What follows belongs to an exercise in optimizing a design on an open flow for small area; a production flow would make more cautious choices. At most, simulation tests tie the RTL to the original design; equivalence was not proved. For runs 2 to 4, only the layout was checked, not whether the RTL still works. No activity file was given, so power comes from the tool's default toggle rates.

===== flow/config.mk =====
export PLATFORM = sky130hd
export DESIGN_NAME = prog_mem
export DESIGN_NICKNAME = prog_mem
export VERILOG_FILES = /design/flow/design.v
export SDC_FILE = /design/flow/constraint.sdc
export NUM_CORES = 4
export LEC_CHECK = 0
export CAP_MARGIN = 20
export CORE_MARGIN = 2
export CORE_UTILIZATION = 60
export SETUP_SLACK_MARGIN = 0.2
export SLEW_MARGIN = 40
export SYNTH_HIERARCHICAL = 1

===== flow/constraint.sdc =====
create_clock -name core_clock -period 8.0 [get_ports {clk}]
set_input_delay 1.6000 -clock core_clock [delete_from_list [all_inputs] [get_ports {clk}]]
set_output_delay 1.6000 -clock core_clock [all_outputs]
set_load 0.01 [all_outputs]

===== flow/design.v =====
module prog_mem #(
  parameter logic [7:0] NOP_OPCODE = 8'h00,
  parameter int         DEPTH      = 256
) (
  input  logic       clk,
  input  logic       CLB,
  input  logic [7:0] PC,
  output logic [7:0] INST,
  input  logic       load_start,
  input  logic [7:0] load_len,
  input  logic       ld_valid,
  input  logic [7:0] ld_data,
  output logic       ld_ready,
  output logic       busy,
  output logic       done,
  output logic       run
);
  logic       loadQ, doneQ, runQ;
  logic [7:0] wrAddr, lenQ;
  logic [7:0] wrInc;
  logic       ph;
  logic       start, accept, last;
  assign wrInc    = wrAddr + 8'h01;
  assign start    = load_start & ~loadQ & ~doneQ;
  assign accept   = ld_valid & loadQ;
  assign last     = (wrInc == lenQ);
  assign ld_ready = loadQ;
  assign busy     = loadQ;
  assign done     = doneQ;
  assign run      = runQ;
  always_ff @(posedge clk or negedge CLB) begin
    if (!CLB) begin
      loadQ <= 1'b0;
      doneQ <= 1'b0;
      runQ  <= 1'b0;
    end else begin
      loadQ <= start | (loadQ & ~(accept & last));
      doneQ <= accept & last;
      runQ  <= doneQ | (runQ & ~load_start);
    end
  end
  always_ff @(posedge clk) begin
    if (ph) ph <= 1'b0;
    else    ph <= 1'b1;
  end
  always_ff @(posedge clk) begin
    if (start) begin
      wrAddr <= 8'h00;
      lenQ   <= load_len;
    end else if (accept) begin
      wrAddr <= wrInc;
    end
  end
  logic [15:0] wLo, wLoN, wHi, wHiN;
  pm_dec4 u_wlo (.a(wrAddr[3:0]), .en(accept), .y(wLo), .yn(wLoN));
  pm_dec4s u_whi (.a(wrAddr[7:4]), .y(wHi), .yn(wHiN));
  logic [15:0] rLo, rLoN, rHi, rHiN;
  pm_dec4s u_rlo (.a(PC[3:0]), .y(rLo), .yn(rLoN));
  pm_dec4s u_rhi (.a(PC[7:4]), .y(rHi), .yn(rHiN));
  logic [7:0] wData;
  assign wData = ld_data ^ {8{ph}};
  logic [8*DEPTH-1:0] memN, memD;   
  logic [DEPTH-1:0]   selN;
  for (genvar i = 0; i < DEPTH; i++) begin : g_word
    logic we, web;
    pm_wdec u_wdec (.lo(wLo[i % 16]), .hi(wHi[i / 16]), .lon(wLoN[i % 16]), .hin(wHiN[i / 16]),
                    .we(we), .web(web));
    pm_hold8 u_hold (.q(memN[8*i +: 8]), .we(we), .web(web), .y(wData), .d(memD[8*i +: 8]));
    pm_nand2 u_sel (.a(rLo[i % 16]), .b(rHi[i / 16]), .y(selN[i]));
  end
  always_ff @(posedge clk) memN <= memD;
  logic [7:0] t1 [128];
  logic [7:0] t2 [32];
  logic [7:0] t3 [8];
  logic [7:0] t4 [4];
  logic [7:0] t5;
  for (genvar k = 0; k < 128; k++) begin : g_rd
    pm_rd2 u_rd (.sa(selN[2*k]), .qa(memN[16*k +: 8]), .sb(selN[2*k+1]), .qb(memN[16*k+8 +: 8]), .y(t1[k]));
  end
  for (genvar k = 0; k < 32; k++) begin : g_t2
    pm_nor4 u_n (.a(t1[4*k]), .b(t1[4*k+1]), .c(t1[4*k+2]), .d(t1[4*k+3]), .y(t2[k]));
  end
  for (genvar k = 0; k < 8; k++) begin : g_t3
    pm_nand4 u_n (.a(t2[4*k]), .b(t2[4*k+1]), .c(t2[4*k+2]), .d(t2[4*k+3]), .y(t3[k]));
  end
  for (genvar k = 0; k < 4; k++) begin : g_t4
    pm_nor2 u_n (.a(t3[2*k]), .b(t3[2*k+1]), .y(t4[k]));
  end
  pm_nand4 u_t5 (.a(t4[0]), .b(t4[1]), .c(t4[2]), .d(t4[3]), .y(t5));
  assign INST = {8{runQ}} & ~(t5 ^ {8{ph}});
endmodule
module pm_dec4 (
  input  logic [3:0]  a,
  input  logic        en,
  output logic [15:0] y,
  output logic [15:0] yn
);
  for (genvar j = 0; j < 16; j++) begin : g
    assign y[j]  = en & (a == j);
    assign yn[j] = ~(en & (a == j));
  end
endmodule
module pm_dec4s (
  input  logic [3:0]  a,
  output logic [15:0] y,
  output logic [15:0] yn
);
  for (genvar j = 0; j < 16; j++) begin : g
    assign y[j]  = (a == j);
    assign yn[j] = ~(a == j);
  end
endmodule
module pm_wdec (
  input  logic lo,
  input  logic hi,
  input  logic lon,
  input  logic hin,
  output logic we,
  output logic web
);
  assign we  = ~(lon | hin);
  assign web = ~(lo & hi);
endmodule
module pm_hold8 (
  input  logic [7:0] q,
  input  logic       we,
  input  logic       web,
  input  logic [7:0] y,
  output logic [7:0] d
);
  assign d = ~((q | {8{we}}) & (y | {8{web}}));
endmodule
module pm_nand2 (
  input  logic a,
  input  logic b,
  output logic y
);
  assign y = ~(a & b);
endmodule
module pm_rd2 (
  input  logic       sa,
  input  logic [7:0] qa,
  input  logic       sb,
  input  logic [7:0] qb,
  output logic [7:0] y
);
  assign y = ~(({8{sa}} | qa) & ({8{sb}} | qb));
endmodule
module pm_nor2 (
  input  logic [7:0] a, b,
  output logic [7:0] y
);
  assign y = ~(a | b);
endmodule
module pm_nor4 (
  input  logic [7:0] a, b, c, d,
  output logic [7:0] y
);
  assign y = ~(a | b | c | d);
endmodule
module pm_nand4 (
  input  logic [7:0] a, b, c, d,
  output logic [7:0] y
);
  assign y = ~(a & b & c & d);
endmodule

===== flow/flow/run.sh =====
#!/bin/bash
# Own layout flow: the standard synthesis, then a netlist clean-up (ABC's buffers removed and
# combinational cells set to their smallest drive strength; registers untouched), then the
# standard layout from floorplan to finish on that netlist, with a clock tree built from
# smaller clock buffers and no dummy loads.
set -euo pipefail
R=orfs/results/${FLOW_PLATFORM}/prog_mem/base
bash standard.sh synth > synth.log 2>&1
cp $R/1_2_yosys.v $R/1_2_yosys.std.v
python3 flow/tune.py $R/1_2_yosys.std.v $R/1_2_yosys.v flow/cells.txt > tune.log 2>&1
touch $R/1_2_yosys.v
export CTS_ARGS="-sink_clustering_enable -repair_clock_nets -dont_use_dummy_load -buf_list {sky130_fd_sc_hd__clkbuf_8} -sink_clustering_size 16 -sink_clustering_max_diameter 50"
export BUFFER_PORTS_ARGS="-buffer_cell sky130_fd_sc_hd__buf_2"
bash standard.sh > layout.log 2>&1

===== flow/flow/cells.txt =====
a2111o_1 a2111o_2 a2111o_4 a2111oi_0 a2111oi_1 a2111oi_2 a2111oi_4 a211o_1 a211o_2 a211o_4 a211oi_1 a211oi_2 a211oi_4 a21bo_1 a21bo_2 a21bo_4 a21boi_0 a21boi_1 a21boi_2 a21boi_4 a21o_1 a21o_2 a21o_4 a21oi_1 a21oi_2 a21oi_4 a221o_1 a221o_2 a221o_4 a221oi_1 a221oi_2 a221oi_4 a222oi_1 a22o_1 a22o_2 a22o_4 a22oi_1 a22oi_2 a22oi_4 a2bb2o_1 a2bb2o_2 a2bb2o_4 a2bb2oi_1 a2bb2oi_2 a2bb2oi_4 a311o_1 a311o_2 a311o_4 a311oi_1 a311oi_2 a311oi_4 a31o_1 a31o_2 a31o_4 a31oi_1 a31oi_2 a31oi_4 a32o_1 a32o_2 a32o_4 a32oi_1 a32oi_2 a32oi_4 a41o_1 a41o_2 a41o_4 a41oi_1 a41oi_2 a41oi_4 and2_0 and2_1 and2_2 and2_4 and2b_1 and2b_2 and2b_4 and3_1 and3_2 and3_4 and3b_1 and3b_2 and3b_4 and4_1 and4_2 and4_4 and4b_1 and4b_2 and4b_4 and4bb_1 and4bb_2 and4bb_4 buf_1 buf_12 buf_16 buf_2 buf_4 buf_6 buf_8 bufbuf_16 bufbuf_8 bufinv_16 bufinv_8 clkbuf_1 clkbuf_16 clkbuf_2 clkbuf_4 clkbuf_8 clkdlybuf4s15_1 clkdlybuf4s15_2 clkdlybuf4s18_1 clkdlybuf4s18_2 clkdlybuf4s25_1 clkdlybuf4s25_2 clkdlybuf4s50_1 clkdlybuf4s50_2 clkinv_1 clkinv_16 clkinv_2 clkinv_4 clkinv_8 clkinvlp_2 clkinvlp_4 conb_1 decap_12 decap_3 decap_4 decap_6 decap_8 dfbbn_1 dfbbn_2 dfbbp_1 dfrbp_1 dfrbp_2 dfrtn_1 dfrtp_1 dfrtp_2 dfrtp_4 dfsbp_1 dfsbp_2 dfstp_1 dfstp_2 dfstp_4 dfxbp_1 dfxbp_2 dfxtp_1 dfxtp_2 dfxtp_4 diode_2 dlclkp_1 dlclkp_2 dlclkp_4 dlrbn_1 dlrbn_2 dlrbp_1 dlrbp_2 dlrtn_1 dlrtn_2 dlrtn_4 dlrtp_1 dlrtp_2 dlrtp_4 dlxbn_1 dlxbn_2 dlxbp_1 dlxtn_1 dlxtn_2 dlxtn_4 dlxtp_1 dlygate4sd1_1 dlygate4sd2_1 dlygate4sd3_1 dlymetal6s2s_1 dlymetal6s4s_1 dlymetal6s6s_1 ebufn_1 ebufn_2 ebufn_4 ebufn_8 edfxbp_1 edfxtp_1 einvn_0 einvn_1 einvn_2 einvn_4 einvn_8 einvp_1 einvp_2 einvp_4 einvp_8 fa_1 fa_2 fa_4 fah_1 fahcin_1 fahcon_1 ha_1 ha_2 ha_4 inv_1 inv_12 inv_16 inv_2 inv_4 inv_6 inv_8 lpflow_bleeder_1 lpflow_clkbufkapwr_1 lpflow_clkbufkapwr_16 lpflow_clkbufkapwr_2 lpflow_clkbufkapwr_4 lpflow_clkbufkapwr_8 lpflow_clkinvkapwr_1 lpflow_clkinvkapwr_16 lpflow_clkinvkapwr_2 lpflow_clkinvkapwr_4 lpflow_clkinvkapwr_8 lpflow_decapkapwr_12 lpflow_decapkapwr_3 lpflow_decapkapwr_4 lpflow_decapkapwr_6 lpflow_decapkapwr_8 lpflow_inputiso0n_1 lpflow_inputiso0p_1 lpflow_inputiso1n_1 lpflow_inputiso1p_1 lpflow_inputisolatch_1 lpflow_isobufsrc_1 lpflow_isobufsrc_16 lpflow_isobufsrc_2 lpflow_isobufsrc_4 lpflow_isobufsrc_8 lpflow_isobufsrckapwr_16 lpflow_lsbuf_lh_hl_isowell_tap_1 lpflow_lsbuf_lh_hl_isowell_tap_2 lpflow_lsbuf_lh_hl_isowell_tap_4 lpflow_lsbuf_lh_isowell_4 lpflow_lsbuf_lh_isowell_tap_1 lpflow_lsbuf_lh_isowell_tap_2 lpflow_lsbuf_lh_isowell_tap_4 macro_sparecell maj3_1 maj3_2 maj3_4 mux2_1 mux2_2 mux2_4 mux2_8 mux2i_1 mux2i_2 mux2i_4 mux4_1 mux4_2 mux4_4 nand2_1 nand2_2 nand2_4 nand2_8 nand2b_1 nand2b_2 nand2b_4 nand3_1 nand3_2 nand3_4 nand3b_1 nand3b_2 nand3b_4 nand4_1 nand4_2 nand4_4 nand4b_1 nand4b_2 nand4b_4 nand4bb_1 nand4bb_2 nand4bb_4 nor2_1 nor2_2 nor2_4 nor2_8 nor2b_1 nor2b_2 nor2b_4 nor3_1 nor3_2 nor3_4 nor3b_1 nor3b_2 nor3b_4 nor4_1 nor4_2 nor4_4 nor4b_1 nor4b_2 nor4b_4 nor4bb_1 nor4bb_2 nor4bb_4 o2111a_1 o2111a_2 o2111a_4 o2111ai_1 o2111ai_2 o2111ai_4 o211a_1 o211a_2 o211a_4 o211ai_1 o211ai_2 o211ai_4 o21a_1 o21a_2 o21a_4 o21ai_0 o21ai_1 o21ai_2 o21ai_4 o21ba_1 o21ba_2 o21ba_4 o21bai_1 o21bai_2 o21bai_4 o221a_1 o221a_2 o221a_4 o221ai_1 o221ai_2 o221ai_4 o22a_1 o22a_2 o22a_4 o22ai_1 o22ai_2 o22ai_4 o2bb2a_1 o2bb2a_2 o2bb2a_4 o2bb2ai_1 o2bb2ai_2 o2bb2ai_4 o311a_1 o311a_2 o311a_4 o311ai_0 o311ai_1 o311ai_2 o311ai_4 o31a_1 o31a_2 o31a_4 o31ai_1 o31ai_2 o31ai_4 o32a_1 o32a_2 o32a_4 o32ai_1 o32ai_2 o32ai_4 o41a_1 o41a_2 o41a_4 o41ai_1 o41ai_2 o41ai_4 or2_0 or2_1 or2_2 or2_4 or2b_1 or2b_2 or2b_4 or3_1 or3_2 or3_4 or3b_1 or3b_2 or3b_4 or4_1 or4_2 or4_4 or4b_1 or4b_2 or4b_4 or4bb_1 or4bb_2 or4bb_4 probe_p_8 probec_p_8 sdfbbn_1 sdfbbn_2 sdfbbp_1 sdfrbp_1 sdfrbp_2 sdfrtn_1 sdfrtp_1 sdfrtp_2 sdfrtp_4 sdfsbp_1 sdfsbp_2 sdfstp_1 sdfstp_2 sdfstp_4 sdfxbp_1 sdfxbp_2 sdfxtp_1 sdfxtp_2 sdfxtp_4 sdlclkp_1 sdlclkp_2 sdlclkp_4 sedfxbp_1 sedfxbp_2 sedfxtp_1 sedfxtp_2 sedfxtp_4 xnor2_1 xnor2_2 xnor2_4 xnor3_1 xnor3_2 xnor3_4 xor2_1 xor2_2 xor2_4 xor3_1 xor3_2 xor3_4 

===== flow/flow/tune.py =====
#!/usr/bin/env python3
"""Post-process the standard synthesis netlist: remove the buffers ABC inserted between
internal nets and set every combinational cell to its smallest drive strength. Registers are
left exactly as synthesised. Later repair steps resize and buffer where timing needs it.
usage: tune.py IN.v OUT.v CELLS.txt"""
import re, sys

src, dst, cells_file = sys.argv[1:4]
cells = set(open(cells_file).read().split())
text = open(src).read()

m = re.search(r'\bmodule\s+(\S+)\s*\((.*?)\);', text, re.S)
hdr_end = m.end()
body_start = hdr_end
end = text.rfind('endmodule')
body = text[body_start:end]

ports = set()
for d in re.finditer(r'^\s*(input|output|inout)\s+(?:\[[^\]]*\]\s*)?(\S+)\s*;', body, re.M):
    ports.add(d.group(2))

inst_re = re.compile(r'^(\s*)sky130_fd_sc_hd__(\w+)\s+(\S+)\s*\((.*?)\);\n', re.S | re.M)
pin_re = re.compile(r'\.(\w+)\(\s*(.*?)\s*\)(?=\s*,|\s*$)', re.S)

def base_net(n):
    n = n.strip()
    mm = re.match(r'^(\\\S+|\w+)', n)
    return mm.group(1) if mm else n

assigns = set()
for a in re.finditer(r'^\s*assign\s+(.*?);', body, re.M | re.S):
    for tok in re.findall(r'\\\S+|[A-Za-z_]\w*', a.group(1)):
        assigns.add(tok)

insts = []
for im in inst_re.finditer(body):
    pins = [(p.group(1), p.group(2).strip()) for p in pin_re.finditer(im.group(4))]
    insts.append([im.start(), im.end(), im.group(1), im.group(2), im.group(3), pins])

# buffers to remove: output not a port and not used in an assign
subst = {}
removed = set()
for k, (s, e, ind, typ, name, pins) in enumerate(insts):
    if re.match(r'(clk)?buf_\d+$', typ):
        pd = dict(pins)
        a, x = pd.get('A'), pd.get('X')
        if a is None or x is None:
            continue
        if base_net(x) in ports or base_net(x) in assigns or x in assigns:
            continue
        if a.startswith("1'") or x.startswith("1'"):
            continue
        subst[x] = a
        removed.add(k)

def resolve(n):
    seen = 0
    while n in subst and seen < 10000:
        n = subst[n]; seen += 1
    return n

def small(typ):
    mm = re.match(r'(.+)_(\d+)$', typ)
    if not mm:
        return typ
    b, sz = mm.group(1), int(mm.group(2))
    if re.match(r'(df|edf|sdf|dl|sedf)', b) or b in ('conb', 'tapvpwrvgnd', 'decap', 'fill', 'diode'):
        return typ
    for cand in (1, 0, 2):
        if cand < sz and f'{b}_{cand}' in cells:
            return f'{b}_{cand}'
    return typ

out = []
pos = 0
nrem = nsize = 0
for k, (s, e, ind, typ, name, pins) in enumerate(insts):
    out.append(body[pos:s])
    pos = e
    if k in removed:
        nrem += 1
        continue
    t2 = small(typ)
    if t2 != typ:
        nsize += 1
    pl = ',\n'.join(f'{ind}  .{p}({resolve(n)} )' for p, n in pins)
    out.append(f'{ind}sky130_fd_sc_hd__{t2} {name} (\n{pl}\n{ind});\n')
out.append(body[pos:])
newbody = ''.join(out)
# nets only declared as wires can stay declared; unused wires are harmless.
open(dst, 'w').write(text[:body_start] + newbody + text[end:])
print(f'removed {nrem} buffers, downsized {nsize} cells, kept {len(insts)-nrem} cells')

===== flow/standard.sh =====
#!/bin/bash
# synth_recipe.tcl (not shown) runs the flow's synth.tcl, then flattens the netlist and writes it again
# the make line also repeats each setting of config.mk as NAME=value (left out here)
make -C /OpenROAD-flow-scripts/flow DESIGN_CONFIG=/design/flow/config.mk WORK_HOME=/design/flow/orfs CLKGATE_MAP_FILE= SYNTH_SCRIPT=/design/flow/synth_recipe.tcl "${@:-finish}"

==> impl_table.tex, run 1 <==
\begin{tabular}{lr}
\hline
Metric & Value \\
\hline
\multicolumn{2}{l}{\textbf{Timing}} \\
\quad Hold violation count in the final report & 0 \\
\quad Final period demand of the worst path & 7.511 ns \\
\quad Number of max-slew violations in the final report & 0 \\
\quad Final Skew & roughly 0.060 ns \\
\quad RSZ-0062 raised after global routing & no \\
\quad Hold slack & 0.4456 ns \\
\quad Share of the clock period used by the worst path & a little over nine tenths \\
\quad Number of setup violations in the final report & 0 \\
\quad Headroom to the max-slew limit & 31.68\% \\
\quad Transition at the pin with the smallest max-transition slack & about 1.0 ns \\
\quad Highest Clock Rate & 133.1 MHz \\
\multicolumn{2}{l}{\textbf{Routing}} \\
\quad Total Routed Length & 264.1 mm \\
\quad Number of DRC violations after detailed-routing iteration 0 & 9147 \\
\quad Detailed-route via count & roughly 64k \\
\quad Antenna Violating Nets Remaining & 0 \\
\quad Detailed Routing Iterations Pass 1 & 11 \\
\quad Wire length per cell & 31.91 microns \\
\quad DRC & 0 \\
\quad Average via count per standard cell & 7.722 \\
\multicolumn{2}{l}{\textbf{Global route}} \\
\quad Largest net degree at the start of global routing & between 100 and 150 \\
\quad Number of global-route vias before repair & 58.07k \\
\quad Number of antenna violations at the first check in global routing & 19 \\
\quad Global-route wire length before repair & 383.1 mm \\
\quad Final global-route overflow total & 0 \\
\quad Total Routing Usage GR & 44.01\% \\
\multicolumn{2}{l}{\textbf{Hold path}} \\
\quad Hold-critical path depth & 1 \\
\quad Destination of the worst hold path & memN[79] \\
\quad Type of the tightest min-delay check & register to register \\
\quad Startpoint of the most critical hold path & memN[79] \\
\multicolumn{2}{l}{\textbf{Worst setup path}} \\
\quad Type of the setup path with the least slack & input port to output port \\
\quad Critical Path AT & between 5 and 6 ns \\
\quad Reg2Reg Depth & 7 \\
\quad Minimum setup slack among reg-to-reg paths & $\sim$4.3 ns \\
\quad Critical R2R Launch & loadQ \\
\quad Critical path launch point type & input port \\
\quad Largest fanout on the critical path & 16 \\
\quad Kind of capture point of the worst setup path & output port \\
\quad Data required time of the critical path & between 6 and 7 ns \\
\quad Worst flop-to-flop path endpoint & memN[1307] \\
\multicolumn{2}{l}{\textbf{CTS}} \\
\quad Worst-case clock buffer depth & 3 \\
\quad Root buffer cell & sky130\_fd\_sc\_hd\_\_clkbuf\_8 \\
\quad Clk\_lat worst skew & around 0.92 ns \\
\quad Count of clock tree sinks & approximately 2.1k \\
\quad Total clock buffers created by CTS & roughly 170 \\
\quad Register clock-pin slew on the reported worst setup and hold paths & approximately 0.080 ns \\
\quad CTS H-tree lvls & 4 \\
\quad CTS Hold Buffers Added & 0 \\
\quad Post CTS Setup Buffer Count & 0 \\
\quad CTS-repair resized insts & 0 \\
\quad CTS tree & done \\
\multicolumn{2}{l}{\textbf{Finish}} \\
\quad Fraction of layout cells with a size suffix above 1 & around 6\% \\
\quad Flip-flop and latch area & 41500 sq um \\
\quad Number of fill cells & 8938 \\
\quad Signed area change from the synthesized netlist to the final layout & 9.053\% \\
\quad Area of combinational cells with multiple inputs & between 20000 and 30000 sq um \\
\quad Net count reported at finish & 6813 \\
\quad Post-route cell area & between 70000 and 80000 sq um \\
\multicolumn{2}{l}{\textbf{Floorplan}} \\
\quad Std-Cell Rows & 122 \\
\quad Die Outline Area & approximately 110000 sq um \\
\quad Y dimension of the die & between 300 and 400 microns \\
\quad Ports placed on the boundary & 40 \\
\quad Core Region & between 100000 and 150000 sq um \\
\quad Horizontal die dimension & $\sim$340 microns \\
\quad Initial Util & roughly 61\% \\
\multicolumn{2}{l}{\textbf{Synthesis}} \\
\quad Synthesized netlist cell count & 6470 \\
\quad Yosys synthesis warning count & 11 \\
\quad Synthesized area divided by synthesized cell count & 10.39 sq um \\
\quad Post-synthesis cell area & between 60000 and 70000 sq um \\
\multicolumn{2}{l}{\textbf{Placement}} \\
\quad Post-place instance area & between 70000 and 80000 sq um \\
\quad Placer congestion estimate & 0.9824 \\
\quad Port Buf Inserts & 39 \\
\quad Placed wire-length estimate & about 160 mm \\
\multicolumn{2}{l}{\textbf{Pwr}} \\
\quad Switching pwr & approximately 4.7 mW \\
\quad Portion of total power attributed to sequential cells & about 60\% \\
\quad Portion of total power attributed to combinational logic & 9.5\% \\
\quad Share of total power consumed by net switching & 26.69\% \\
\quad Clock network fraction of total power & between 20\% and 30\% \\
\quad Power Dens Cells & roughly 240 nW/um\^{}2 \\
\quad Leakage dissipation & around 26 nW \\
\quad Worst vdd rail ir drop & about 0.0002 V \\
\quad Internal power & $\sim$13 mW \\
\multicolumn{2}{l}{\textbf{Run}} \\
\quad Number of maximum-capacitance violations & 0 \\
\multicolumn{2}{l}{\textbf{Status}} \\
\quad Result of the run & finished clean \\
\hline
\end{tabular}
[worst max-delay path, cell delays in order]
cell and delay [ns]:
sky130_fd_sc_hd__buf_2 0.25, sky130_fd_sc_hd__and4b_2 0.61, sky130_fd_sc_hd__nand2_1 0.41, sky130_fd_sc_hd__o22ai_1 0.15, sky130_fd_sc_hd__nor4_1 0.73, sky130_fd_sc_hd__nand4_1 0.40
sky130_fd_sc_hd__nor2_1 0.78, sky130_fd_sc_hd__nand4_1 0.41, sky130_fd_sc_hd__xnor2_1 0.22, sky130_fd_sc_hd__and2_0 0.17, sky130_fd_sc_hd__buf_2 0.14
[worst max-delay path by stage]
| stage | start | slack (ns) | end |
|---|---|---|---|
| after floorplan | ld_data[6] | -2.74 | memN[1006] |
| after global placement | PC[5] | 0.71 | INST[2] |
| after detailed placement | PC[1] | 0.83 | INST[0] |
| after CTS | PC[2] | 0.82 | INST[0] |
| after global routing | PC[2] | 0.65 | INST[5] |
| final | PC[2] | 0.49 | INST[0] |
[cell type report]
| cell class | instances | share of cell area [%] |
|---|---|---|
| tap | 1488 | 2.540 |
| clock buffer | 166 | 3.116 |
| multi-input combinational | 4398 | 35.90 |
| sequential | 2068 | 56.61 |
| timing repair buffer | 147 | 1.795 |
| antenna | 6 | 0.02048 |
| inverter | 3 | 0.01536 |
[per-stage QoR]
| step | TNS, ns | std cells | power [mW] | utilization (%) | setup WS [ns] |
|---|---|---|---|---|---|
| 6_report | 0 | 8276 | 17.73 | 66.06 | 0.4887 |
| 5_1_grt | 0 | 8271 | 18.14 | 66.05 | 0.6502 |
| 4_1_cts | 0 | 8266 | 17.61 | 65.94 | 0.8192 |
| 3_5_place_dp | 0 | 8100 | 12.76 | 63.88 | 0.8266 |
| 3_3_place_gp | 0 | 8087 | 12.70 | 63.61 | 0.7121 |
| 2_1_floorplan | -702.52 | 6470 | 11.88 | - | -2.744 |
[power groups by stage]
stage / Clock (mW) / Sequential, mW / Combinational (mW)
2_1_floorplan: 0 / 11.1 / 0.758
3_3_place_gp: 0 / 11.2 / 1.53
3_5_place_dp: 0 / 11.2 / 1.58
4_1_cts: 5.08 / 10.9 / 1.58
5_1_grt: 5.46 / 11.0 / 1.68
6_report: 5.08 / 11.0 / 1.69
[routing by layer]
metal | global-route usage, % | wire (microns)
met1 | 60.63 | 102300
met2 | 60.25 | 104600
met3 | 14.60 | 39040
met4 | 25.11 | 18010
met5 | 0 | 159
[state kept, by name, summed over array words and instances (netlist names)]
signal  cells
ph          1
memN     2048
lenQ        8
wrAddr      8
doneQ       1
runQ        1
loadQ       1
[placed cells by master (no fill, tap or decap), types with 7 or more instances in the layout]
master / n
sky130_fd_sc_hd__buf_16: 7
sky130_fd_sc_hd__nor4b_2: 12
sky130_fd_sc_hd__xnor2_1: 16
sky130_fd_sc_hd__nand2_1: 523
sky130_fd_sc_hd__edfxtp_1: 8
sky130_fd_sc_hd__buf_4: 82
sky130_fd_sc_hd__o22ai_1: 3074
sky130_fd_sc_hd__nor2_1: 298
sky130_fd_sc_hd__xor2_4: 8
sky130_fd_sc_hd__and2_0: 8
sky130_fd_sc_hd__o21ai_0: 8
sky130_fd_sc_hd__dfxtp_1: 2051
sky130_fd_sc_hd__buf_2: 39
sky130_fd_sc_hd__nor4_1: 253
sky130_fd_sc_hd__buf_12: 10
sky130_fd_sc_hd__nor2_4: 12
sky130_fd_sc_hd__clkbuf_8: 166
sky130_fd_sc_hd__nand4_1: 75
==> inputs of run 2 (changes only) <==
--- a/flow/design.v
+++ b/flow/design.v
@@ -39,10 +39,7 @@
       runQ  <= doneQ | (runQ & ~load_start);
     end
   end
-  always_ff @(posedge clk) begin
-    if (ph) ph <= 1'b0;
-    else    ph <= 1'b1;
-  end
+  always_ff @(posedge clk) ph <= ~ph;
   always_ff @(posedge clk) begin
     if (start) begin
       wrAddr <= 8'h00;
@@ -53,10 +50,10 @@
   end
   logic [15:0] wLo, wLoN, wHi, wHiN;
   pm_dec4 u_wlo (.a(wrAddr[3:0]), .en(accept), .y(wLo), .yn(wLoN));
-  pm_dec4s u_whi (.a(wrAddr[7:4]), .y(wHi), .yn(wHiN));
+  pm_dec4 u_whi (.a(wrAddr[7:4]), .en(1'b1),   .y(wHi), .yn(wHiN));
   logic [15:0] rLo, rLoN, rHi, rHiN;
-  pm_dec4s u_rlo (.a(PC[3:0]), .y(rLo), .yn(rLoN));
-  pm_dec4s u_rhi (.a(PC[7:4]), .y(rHi), .yn(rHiN));
+  pm_dec4 u_rlo (.a(PC[3:0]), .en(1'b1), .y(rLo), .yn(rLoN));
+  pm_dec4 u_rhi (.a(PC[7:4]), .en(1'b1), .y(rHi), .yn(rHiN));
   logic [7:0] wData;
   assign wData = ld_data ^ {8{ph}};
   logic [8*DEPTH-1:0] memN, memD;   
@@ -72,8 +69,7 @@
   logic [7:0] t1 [128];
   logic [7:0] t2 [32];
   logic [7:0] t3 [8];
-  logic [7:0] t4 [4];
-  logic [7:0] t5;
+  logic [7:0] t4 [2];
   for (genvar k = 0; k < 128; k++) begin : g_rd
     pm_rd2 u_rd (.sa(selN[2*k]), .qa(memN[16*k +: 8]), .sb(selN[2*k+1]), .qb(memN[16*k+8 +: 8]), .y(t1[k]));
   end
@@ -83,11 +79,10 @@
   for (genvar k = 0; k < 8; k++) begin : g_t3
     pm_nand4 u_n (.a(t2[4*k]), .b(t2[4*k+1]), .c(t2[4*k+2]), .d(t2[4*k+3]), .y(t3[k]));
   end
-  for (genvar k = 0; k < 4; k++) begin : g_t4
-    pm_nor2 u_n (.a(t3[2*k]), .b(t3[2*k+1]), .y(t4[k]));
+  for (genvar k = 0; k < 2; k++) begin : g_t4
+    pm_nor4 u_n (.a(t3[4*k]), .b(t3[4*k+1]), .c(t3[4*k+2]), .d(t3[4*k+3]), .y(t4[k]));
   end
-  pm_nand4 u_t5 (.a(t4[0]), .b(t4[1]), .c(t4[2]), .d(t4[3]), .y(t5));
-  assign INST = {8{runQ}} & ~(t5 ^ {8{ph}});
+  assign INST = {8{runQ}} & ((t4[0] & t4[1]) ^ {8{ph}});
 endmodule
 module pm_dec4 (
   input  logic [3:0]  a,
@@ -98,16 +93,6 @@
   for (genvar j = 0; j < 16; j++) begin : g
     assign y[j]  = en & (a == j);
     assign yn[j] = ~(en & (a == j));
-  end
-endmodule
-module pm_dec4s (
-  input  logic [3:0]  a,
-  output logic [15:0] y,
-  output logic [15:0] yn
-);
-  for (genvar j = 0; j < 16; j++) begin : g
-    assign y[j]  = (a == j);
-    assign yn[j] = ~(a == j);
   end
 endmodule
 module pm_wdec (
@@ -146,12 +131,6 @@
 );
   assign y = ~(({8{sa}} | qa) & ({8{sb}} | qb));
 endmodule
-module pm_nor2 (
-  input  logic [7:0] a, b,
-  output logic [7:0] y
-);
-  assign y = ~(a | b);
-endmodule
 module pm_nor4 (
   input  logic [7:0] a, b, c, d,
   output logic [7:0] y
==> flow/flow/run.sh (replaced) <==
#!/bin/bash
# Own layout flow: the standard synthesis, then a netlist clean-up (ABC's buffers removed and
# combinational cells set to their smallest drive strength; registers untouched), then the
# standard layout from floorplan to finish on that netlist.
set -euo pipefail
R=orfs/results/${FLOW_PLATFORM}/prog_mem/base
bash standard.sh synth > synth.log 2>&1
cp $R/1_2_yosys.v $R/1_2_yosys.std.v
python3 flow/tune.py $R/1_2_yosys.std.v $R/1_2_yosys.v flow/cells.txt > tune.log 2>&1
touch $R/1_2_yosys.v
bash standard.sh > layout.log 2>&1
--- a/flow/flow/tune.py
+++ b/flow/flow/tune.py
@@ -83,7 +83,7 @@
     t2 = small(typ)
     if t2 != typ:
         nsize += 1
-    pl = ',\n'.join(f'{ind}  .{p}({resolve(n)} )' for p, n in pins)
+    pl = ',\n'.join(f'{ind}  .{p}({resolve(n)})' for p, n in pins)
     out.append(f'{ind}sky130_fd_sc_hd__{t2} {name} (\n{pl}\n{ind});\n')
 out.append(body[pos:])
 newbody = ''.join(out)
--- a/flow/config.mk
+++ b/flow/config.mk
@@ -7,7 +7,6 @@
 export LEC_CHECK = 0
 export CAP_MARGIN = 20
 export CORE_MARGIN = 2
-export CORE_UTILIZATION = 60
-export SETUP_SLACK_MARGIN = 0.2
-export SLEW_MARGIN = 40
+export CORE_UTILIZATION = 55
+export SLEW_MARGIN = 20
 export SYNTH_HIERARCHICAL = 1
==> run 2 against run 1 <==
The flow now stops in netlist read-in after synthesis (1_synth).
==> impl_table.tex, run 2 <==
\begin{tabular}{lr}
\hline
Metric & Value \\
\hline
\multicolumn{2}{l}{\textbf{Status}} \\
\quad Result of the run & aborted with a tool error \\
\quad Last step reached & netlist read-in after synthesis (1\_synth) \\
\quad Run Error & [ERROR STA-0171] /design/flow/orfs/results/sky130hd/prog\_mem/base/1\_2\_yosys.v line 7294, syntax error \\
\multicolumn{2}{l}{\textbf{Synthesis}} \\
\quad Yosys synthesis warning count & 11 \\
\hline
\end{tabular}
==> inputs of run 3 (changes only) <==
--- a/flow/design.v
+++ b/flow/design.v
@@ -18,7 +18,6 @@
   logic       loadQ, doneQ, runQ;
   logic [7:0] wrAddr, lenQ;
   logic [7:0] wrInc;
-  logic       ph;
   logic       start, accept, last;
   assign wrInc    = wrAddr + 8'h01;
   assign start    = load_start & ~loadQ & ~doneQ;
@@ -39,7 +38,6 @@
       runQ  <= doneQ | (runQ & ~load_start);
     end
   end
-  always_ff @(posedge clk) ph <= ~ph;
   always_ff @(posedge clk) begin
     if (start) begin
       wrAddr <= 8'h00;
@@ -52,11 +50,11 @@
   pm_dec4 u_wlo (.a(wrAddr[3:0]), .en(accept), .y(wLo), .yn(wLoN));
   pm_dec4 u_whi (.a(wrAddr[7:4]), .en(1'b1),   .y(wHi), .yn(wHiN));
   logic [15:0] rLo, rLoN, rHi, rHiN;
-  pm_dec4 u_rlo (.a(PC[3:0]), .en(1'b1), .y(rLo), .yn(rLoN));
+  pm_dec4 u_rlo (.a(PC[3:0]), .en(runQ), .y(rLo), .yn(rLoN));
   pm_dec4 u_rhi (.a(PC[7:4]), .en(1'b1), .y(rHi), .yn(rHiN));
   logic [7:0] wData;
-  assign wData = ld_data ^ {8{ph}};
-  logic [8*DEPTH-1:0] memN, memD;   
+  assign wData = ~ld_data;
+  logic [8*DEPTH-1:0] memN, memD;
   logic [DEPTH-1:0]   selN;
   for (genvar i = 0; i < DEPTH; i++) begin : g_word
     logic we, web;
@@ -82,7 +80,7 @@
   for (genvar k = 0; k < 2; k++) begin : g_t4
     pm_nor4 u_n (.a(t3[4*k]), .b(t3[4*k+1]), .c(t3[4*k+2]), .d(t3[4*k+3]), .y(t4[k]));
   end
-  assign INST = {8{runQ}} & ((t4[0] & t4[1]) ^ {8{ph}});
+  assign INST = ~(t4[0] & t4[1]);
 endmodule
 module pm_dec4 (
   input  logic [3:0]  a,
@@ -113,7 +111,7 @@
   input  logic [7:0] y,
   output logic [7:0] d
 );
-  assign d = ~((q | {8{we}}) & (y | {8{web}}));
+  assign d = (q & {8{web}}) | (y & {8{we}});
 endmodule
 module pm_nand2 (
   input  logic a,
==> run 3 against run 2 <==
The flow again stops in netlist read-in after synthesis (1_synth).
==> impl_table.tex, run 3 <==
\begin{tabular}{lr}
\hline
Metric & Value \\
\hline
\multicolumn{2}{l}{\textbf{Status}} \\
\quad Run Error & [ERROR STA-0171] /design/flow/orfs/results/sky130hd/prog\_mem/base/1\_2\_yosys.v line 7277, syntax error \\
\quad Result of the run & aborted with a tool error \\
\quad Last step reached & netlist read-in after synthesis (1\_synth) \\
\multicolumn{2}{l}{\textbf{Synthesis}} \\
\quad Yosys synthesis warning count & 11 \\
\hline
\end{tabular}
==> inputs of run 4 (changes only) <==
--- a/flow/flow/tune.py
+++ b/flow/flow/tune.py
@@ -83,7 +83,7 @@
     t2 = small(typ)
     if t2 != typ:
         nsize += 1
-    pl = ',\n'.join(f'{ind}  .{p}({resolve(n)})' for p, n in pins)
+    pl = ',\n'.join(f'{ind}  .{p}({resolve(n)} )' for p, n in pins)
     out.append(f'{ind}sky130_fd_sc_hd__{t2} {name} (\n{pl}\n{ind});\n')
 out.append(body[pos:])
 newbody = ''.join(out)
==> run 4 against run 3 <==
The layout now fails its checks (setup timing).
==> impl_table.tex, run 4 <==
\begin{tabular}{lr}
\hline
Metric & Value \\
\hline
\multicolumn{2}{l}{\textbf{Pwr}} \\
\quad Leakage dissipation & roughly 32 nW \\
\quad Worst vdd rail ir drop & around 0.00024 V \\
\quad Power Dens Cells & approximately 260 nW/um\^{}2 \\
\multicolumn{2}{l}{\textbf{Worst setup path}} \\
\quad Critical-path cell with the highest stage delay & sky130\_fd\_sc\_hd\_\_nor4\_1 \\
\quad Data required time of the critical path & 6.40 ns \\
\quad CP cell instances & clkdlybuf4s50\_1, nand2b\_1, nor2\_4, buf\_4, nand2\_1, o22ai\_1, nor4\_1, nand4\_1, nor4\_2, buf\_4, nand2\_1, clkdlybuf4s50\_1 \\
\quad Longest individual stage delay on the worst path & slightly above 0.7 ns \\
\quad Kind of capture point of the worst setup path & output port \\
\quad Critical path launch point type & input port \\
\quad CP Launch Point & PC[1] \\
\quad Largest fanout on the critical path & 9 \\
\quad Critical R2R Launch & loadQ \\
\quad Type of the setup path with the least slack & input port to output port \\
\quad Critical Path AT & around 6.6 ns \\
\multicolumn{2}{l}{\textbf{CTS}} \\
\quad Worst-case clock buffer depth & 3 \\
\quad CTS tree & done \\
\quad Register clock-pin slew on the reported worst setup and hold paths & roughly 0.06 ns \\
\quad Clk\_lat worst skew & about 0.83 ns \\
\quad Post CTS Setup Buffer Count & 0 \\
\quad Root buffer cell & sky130\_fd\_sc\_hd\_\_clkbuf\_16 \\
\quad CTS H-tree lvls & 4 \\
\quad Total clock buffers created by CTS & between 200 and 250 \\
\quad Count of clock tree sinks & $\sim$2.1k \\
\multicolumn{2}{l}{\textbf{Floorplan}} \\
\quad Initial Util & 55.51\% \\
\quad Std-Cell Rows & between 100 and 150 \\
\quad Horizontal die dimension & about 370 microns \\
\quad Ports placed on the boundary & 40 \\
\quad Die Outline Area & between 100000 and 150000 sq um \\
\quad Y dimension of the die & 365.8 microns \\
\quad Core Region & between 100000 and 150000 sq um \\
\multicolumn{2}{l}{\textbf{Finish}} \\
\quad Flip-flop count of the largest register after layout & 2048 \\
\quad Most common library cell in the layout ignoring fill and taps & sky130\_fd\_sc\_hd\_\_dfxtp\_1 \\
\quad Number of fill cells & 10.38k \\
\quad Register ranked first by flip-flop count & memN \\
\quad Net count reported at finish & 6878 \\
\quad Fraction of layout cells with a size suffix above 1 & under 10\% \\
\quad Post-route cell area & between 80000 and 90000 sq um \\
\quad Highest-count cells in the layout ignoring fill and taps & sky130\_fd\_sc\_hd\_\_dfxtp\_1 (2056), sky130\_fd\_sc\_hd\_\_a22o\_1 (2049), sky130\_fd\_sc\_hd\_\_o22ai\_1 (1025), sky130\_fd\_sc\_hd\_\_nand2\_1 (544), sky130\_fd\_sc\_hd\_\_nor2\_1 (286) \\
\quad Largest registers & memN (2048), lenQ (8), wrAddr (8) \\
\quad Signed area change from the synthesized netlist to the final layout & 15.19\% \\
\multicolumn{2}{l}{\textbf{Routing}} \\
\quad Highest layer used for signal routing & met5 \\
\quad Average via count per standard cell & around 7.4 \\
\quad Wire length per cell & around 32 microns \\
\quad Met3 wire len & 33.71 mm \\
\quad Detailed-route via count & 64.40k \\
\quad Number of DRC violations after detailed-routing iteration 0 & $\sim$9.0k \\
\quad Detailed route wirelength on metal2 & roughly 120 mm \\
\quad Metal1 wirelength & 117.3 mm \\
\quad Detailed Routing Iterations Pass 1 & 7 \\
\quad DRC & 0 \\
\quad Antenna Violating Nets Remaining & 0 \\
\quad Total Routed Length & roughly 280 mm \\
\multicolumn{2}{l}{\textbf{Timing}} \\
\quad Summed negative setup slack over all endpoints & -0.3677 ns \\
\quad Number of setup violations in the final report & 3 \\
\quad Final period demand of the worst path & $\sim$8.2 ns \\
\quad Transition at the pin with the smallest max-transition slack & about 1.2 ns \\
\quad Number of max-slew violations in the final report & 0 \\
\quad Headroom to the max-slew limit & between 10\% and 20\% \\
\quad Hold violation count in the final report & 0 \\
\quad Final Skew & between 0.02 and 0.025 ns \\
\quad Share of the clock period used by the worst path & 102.0\% \\
\quad RSZ-0062 raised after global routing & no \\
\quad Smallest setup slack after layout & -0.1609 ns \\
\quad Highest Clock Rate & 122.5 MHz \\
\multicolumn{2}{l}{\textbf{Global route}} \\
\quad Final global-route overflow total & 0 \\
\quad Global-route wire length before repair & just over 400 mm \\
\quad Number of antenna violations at the first check in global routing & 15 \\
\quad Total Routing Usage GR & around 40\% \\
\quad Number of global-route vias before repair & 59.15k \\
\quad Largest net degree at the start of global routing & 143 \\
\multicolumn{2}{l}{\textbf{Placement}} \\
\quad Port Buf Inserts & 39 \\
\quad Placed wire-length estimate & 175.6 mm \\
\quad Placer congestion estimate & approximately 1.0 \\
\quad Post-place instance area & about 76000 sq um \\
\quad Post-placement setup slack & -0.1962 ns \\
\multicolumn{2}{l}{\textbf{Run}} \\
\quad Number of maximum-capacitance violations & 0 \\
\multicolumn{2}{l}{\textbf{Hold path}} \\
\quad Startpoint of the most critical hold path & memN[1037] \\
\quad Type of the tightest min-delay check & register to register \\
\multicolumn{2}{l}{\textbf{Synthesis}} \\
\quad Synthesized netlist cell count & $\sim$6.5k \\
\quad Yosys synthesis warning count & 11 \\
\quad Synthesized area divided by synthesized cell count & 11.12 sq um \\
\quad Post-synthesis cell area & $\sim$72000 sq um \\
\multicolumn{2}{l}{\textbf{Status}} \\
\quad Result of the run & failed layout checks \\
\quad Fail Reasons & setup timing \\
\hline
\end{tabular}
-- run 4: critical path, delay by kind of cell --
family	cells	cell delay, ns
AOI/OAI and AO/OA	1	0.14
and+or+nand+nor	7	3.07
buffers and inverters	4	1.68
-- run 4: power breakdown --
part / switching [mW] / internal, mW
registers: 0.259 / 10.6
logic: 0.917 / 0.382
clock network: 4.05 / 5.74
-- run 4: final cells by class --
class                           count  area [sq um]  area share, %
Antenna cell                        4         10.01        0.01207
Inverter                           11         101.3         0.1222
Sequential cell                  2067         41470          50.03
Multi-Input combinational cell   4404         30890          37.25
Clock buffer                      297          5877          7.089
Clock inverter                     66         894.6          1.079
Timing Repair Buffer              163          1481          1.787
Tap cell                         1742          2180          2.629
-- run 4: metal layers --
metal,vias to the layer above,global-route usage [%]
met3,803,9.987
li1,27600,-
met1,31570,56.99
met4,10,19.84
met2,4412,56.36
met5,-,0
-- run 4: stage by stage --
stage | hold slack [ns] | power [mW] | cells | utilization, %
2_1_floorplan | 0.4560 | 11.60 | 6483 | -
3_3_place_gp | 0.4568 | 12.30 | 8384 | 58.62
3_5_place_dp | 0.4705 | 12.31 | 8385 | 58.64
4_1_cts | 0.4852 | 21.92 | 8748 | 63.88
5_1_grt | 0.4914 | 22.44 | 8750 | 63.94
6_report | 0.4846 | 21.96 | 8754 | 63.95
-- run 4: worst paths after layout --
check,endpoint,slack (ns),cells after the start
worst max-delay path,INST[0],-0.16,12
worst min-delay path,memN[1037],0.48,1
worst max register to register,memN[641],4.13,6
worst min register to register,memN[1037],0.48,1
max in group asynchronous,runQ,6.87,1
min in group asynchronous,loadQ,0.98,1
-- run 4: repair_timing --
item | 4_1_cts | 5_1_grt
resized for setup | 4 | 2
pin swaps | 0 | 1
gates cloned | 0 | 0
hold buffers | 0 | 0
endpoints found under the setup margin | 4 | 1

static timing again, ports no longer ideal:
Ports are ideal in the flow. The routed layouts listed here were re-timed in OpenROAD.
Step 1 (the two cells are an assumption about what drives the block):
set clk [get_ports {clk}]
set_driving_cell -lib_cell sky130_fd_sc_hd__clkbuf_16 $clk
set_driving_cell -lib_cell sky130_fd_sc_hd__buf_2 [delete_from_list [all_inputs] $clk]
Step 2 times the ports against the registers' clock, not the clock port: input delays grow and output delays shrink by t, the midpoint of the rising clock arrivals with the driver on.
Three values: ideal, step 1, step 2; two values: the first two.
run | t (ns) | setup WS [ns] | worst setup path at the end | slew at the worst register clock pin (ns)
run 1 | 0.954 | 0.489 / 0.434 / 0.434 | input to output | 0.11 / 0.11
run 4 | 0.902 | -0.161 / -0.188 / -0.188 | input to output | 0.07 / 0.07
The setup slack of run 1, which loses most, moves by -0.055 ns with the drivers and by -0.055 ns with both steps.
